Source: an optimization exercise on an open RTL-to-GDS flow (aim: small area). Production flows keep margins and buffers that such runs may drop.
Only simulation tests tie the RTL to the original design; equivalence was not proved.
No activity file was given, so power comes from the tool's default toggle rates.

==> inputs of delta <==
==> flow/design.v <==
module reg_file #(
    parameter int DATA_W = 32,
    parameter int ADDR_W = 5
) (
    input  logic              clk,
    input  logic              rst_n,
    input  logic              RegWrite,
    input  logic [ADDR_W-1:0] WriteReg,
    input  logic [DATA_W-1:0] WriteData,
    input  logic [ADDR_W-1:0] ReadReg1,
    input  logic [ADDR_W-1:0] ReadReg2,
    output logic [DATA_W-1:0] ReadData1,
    output logic [DATA_W-1:0] ReadData2,
    input  logic [ADDR_W-1:0] DbgReg,
    output logic [DATA_W-1:0] DbgData
);
    localparam int DEPTH = 2 ** ADDR_W;
    logic [DEPTH-1:0][DATA_W-1:0] regs;
    logic [DATA_W-1:0] arr1, arr2, arr_dbg;
    always_ff @(posedge clk) begin
        if (!rst_n) begin
            for (int i = 0; i < DEPTH; i++) begin
                regs[i] <= '0;
            end
        end else if (RegWrite && (WriteReg != '0)) begin
            regs[WriteReg] <= WriteData;
        end
    end
    always_comb begin
        arr1    = (ReadReg1 == '0) ? '0 : regs[ReadReg1];
        arr2    = (ReadReg2 == '0) ? '0 : regs[ReadReg2];
        arr_dbg = (DbgReg   == '0) ? '0 : regs[DbgReg];
    end
    always_comb begin
        ReadData1 = arr1;
        ReadData2 = arr2;
        DbgData   = arr_dbg;
    end
endmodule
==> flow/run.sh <==
#!/bin/bash
# synth_recipe.tcl (not shown) runs the flow's synth.tcl, then flattens the netlist and writes it again
# the make line also repeats each setting of config.mk as NAME=value (left out here)
make -C /OpenROAD-flow-scripts/flow DESIGN_CONFIG=/design/flow/config.mk WORK_HOME=/design/flow/orfs CLKGATE_MAP_FILE= SYNTH_SCRIPT=/design/flow/synth_recipe.tcl finish
==> flow/config.mk <==
export PLATFORM = sky130hd
export DESIGN_NAME = reg_file
export DESIGN_NICKNAME = reg_file
export VERILOG_FILES = /design/flow/design.v
export SDC_FILE = /design/flow/constraint.sdc
export NUM_CORES = 4
export LEC_CHECK = 0
export CAP_MARGIN = 20
export CORE_MARGIN = 2
export CORE_UTILIZATION = 40
export SLEW_MARGIN = 20
==> flow/constraint.sdc <==
create_clock -name core_clock -period 7.0 [get_ports {clk}]
set_input_delay 1.4000 -clock core_clock [delete_from_list [all_inputs] [get_ports {clk}]]
set_output_delay 1.4000 -clock core_clock [all_outputs]
set_load 0.01 [all_outputs]
==> maple (differences from delta) <==
==> flow/design.v (replaced) <==
module rf_aoi222 (
    input  logic a1, a2, b1, b2, c1, c2,
    output logic y
);
    assign y = ~((a1 & a2) | (b1 & b2) | (c1 & c2));
endmodule
module rf_nand2 (
    input  logic a, b,
    output logic y
);
    assign y = ~(a & b);
endmodule
module rf_nand3 (
    input  logic a, b, c,
    output logic y
);
    assign y = ~(a & b & c);
endmodule
module rf_nand4 (
    input  logic a, b, c, d,
    output logic y
);
    assign y = ~(a & b & c & d);
endmodule
module rf_or3 (
    input  logic a, b, c,
    output logic y
);
    assign y = a | b | c;
endmodule
module rf_rdbit (
    input  logic [31:1] s,
    input  logic [31:1] d,
    output logic        y
);
    logic [10:0] n;    
    logic [2:0]  p;    
    for (genvar k = 0; k < 10; k++) begin : g_aoi
        rf_aoi222 u_aoi (
            .a1(s[3*k+1]), .a2(d[3*k+1]),
            .b1(s[3*k+2]), .b2(d[3*k+2]),
            .c1(s[3*k+3]), .c2(d[3*k+3]),
            .y (n[k])
        );
    end
    rf_nand2 u_n31 (.a(s[31]), .b(d[31]), .y(n[10]));
    rf_nand4 u_p0 (.a(n[0]), .b(n[1]), .c(n[2]),  .d(n[3]), .y(p[0]));
    rf_nand4 u_p1 (.a(n[4]), .b(n[5]), .c(n[6]),  .d(n[7]), .y(p[1]));
    rf_nand3 u_p2 (.a(n[8]), .b(n[9]), .c(n[10]),           .y(p[2]));
    rf_or3   u_y  (.a(p[0]), .b(p[1]), .c(p[2]), .y(y));
endmodule
module reg_file #(
    parameter int DATA_W = 32,
    parameter int ADDR_W = 5
) (
    input  logic              clk,
    input  logic              rst_n,
    input  logic              RegWrite,
    input  logic [ADDR_W-1:0] WriteReg,
    input  logic [DATA_W-1:0] WriteData,
    input  logic [ADDR_W-1:0] ReadReg1,
    input  logic [ADDR_W-1:0] ReadReg2,
    output logic [DATA_W-1:0] ReadData1,
    output logic [DATA_W-1:0] ReadData2,
    input  logic [ADDR_W-1:0] DbgReg,
    output logic [DATA_W-1:0] DbgData
);
    localparam int DEPTH = 32;
    logic [DEPTH-1:1][DATA_W-1:0] regs;
    logic [DATA_W-1:0] wdata;
    logic [DEPTH-1:1]  sel1, sel2, sel3;
    assign wdata = WriteData & {DATA_W{rst_n}};
    for (genvar i = 1; i < DEPTH; i++) begin : g_reg
        logic en;
        assign en = !rst_n || (RegWrite && (WriteReg == ADDR_W'(i)));
        always_ff @(posedge clk) begin
            if (en) regs[i] <= wdata;
        end
        assign sel1[i] = (ReadReg1 == ADDR_W'(i));
        assign sel2[i] = (ReadReg2 == ADDR_W'(i));
        assign sel3[i] = (DbgReg   == ADDR_W'(i));
    end
    for (genvar j = 0; j < DATA_W; j++) begin : g_bit
        logic [DEPTH-1:1] col;
        for (genvar i = 1; i < DEPTH; i++) begin : g_col
            assign col[i] = regs[i][j];
        end
        rf_rdbit u_rd1 (.s(sel1), .d(col), .y(ReadData1[j]));
        rf_rdbit u_rd2 (.s(sel2), .d(col), .y(ReadData2[j]));
        rf_rdbit u_rd3 (.s(sel3), .d(col), .y(DbgData[j]));
    end
endmodule
SYNTH_HIERARCHICAL = 1   (was not set)
SYNTH_MINIMUM_KEEP_SIZE = 0   (was not set)
==> notes <==
maple went through all stages and came out clean. delta finished clean.
Of delta and maple, delta has the higher fmax (gap 5.9%, measured against maple).
Between maple and delta, the lower global-route usage is in delta (gap 1.6 points).
In maple the via count is lower than in delta, by 31%.
Design area: delta is larger than maple (32%).
Between maple and delta, the lower total power is in delta (gap about 6%, measured against delta).
Of maple and delta, delta has the higher synthesized area (gap about 30%, measured against delta).
==> figures <==
| metric | maple | delta |
|---|---|---|
| Die extent in y | 333 um | 396 um |
| Endpoint of the worst setup timing path | DbgData[20] | ReadData1[3] |
| Compound-gate portion of the synthesized area | 22.6% | 14.7% |
| Result of the run | finished clean | finished clean |
| Core Footprint | 107,000 um^2 | 152,000 um^2 |
| Fraction of post-synthesis cell area in the top cell type by area | 68.9% | 33.3% |
| Final core utilization | 49.1% | 45.3% |
| Internal power component | 0.0110 W | 0.0101 W |
| Start point of the critical path | DbgReg[0] | ReadReg1[1] |
| Crit path largest cell delay | 0.94 ns | 0.86 ns |
| Count of buffering cells on the critical path with inverters included | 3 | 4 |
| First-pass GRT wire length | 277,000 um | 382,000 um |
| Portion of netlist area occupied by mux cells | 0% | 32.2% |
| Total clock sinks | 992 | 1,024 |

re-timing with driven ports:
The flow's constraints put no driver on any port. The routed layouts listed below were extracted and timed again, unchanged, in two steps. Step 1 (the two cells are an assumption about what drives the block):
set clk [get_ports {clk}]
set_driving_cell -lib_cell sky130_fd_sc_hd__clkbuf_16 $clk
set_driving_cell -lib_cell sky130_fd_sc_hd__buf_2 [delete_from_list [all_inputs] $clk]
Step 2 moves the port delays by t, midway between the first and last clock arrival at a register: inputs arrive t later, outputs are due t later. That takes back most of the time a late clock gives input paths. a / b / c = no drivers / after step 1 / after step 2; a / b = the first two.
| run | t, ns | setup slack, ns | worst slew at a driven data input, ns |
|---|---|---|---|
| delta | 0.831 | 0.620 / 0.570 / 0.570 | 0.20 |
| maple | 0.771 | 0.242 / 0.198 / 0.198 | 0.09 |
After both steps setup and hold are still met in every run listed. For delta, which loses most, drivers alone change the setup slack by -0.050 ns; drivers and shift together by -0.050 ns.
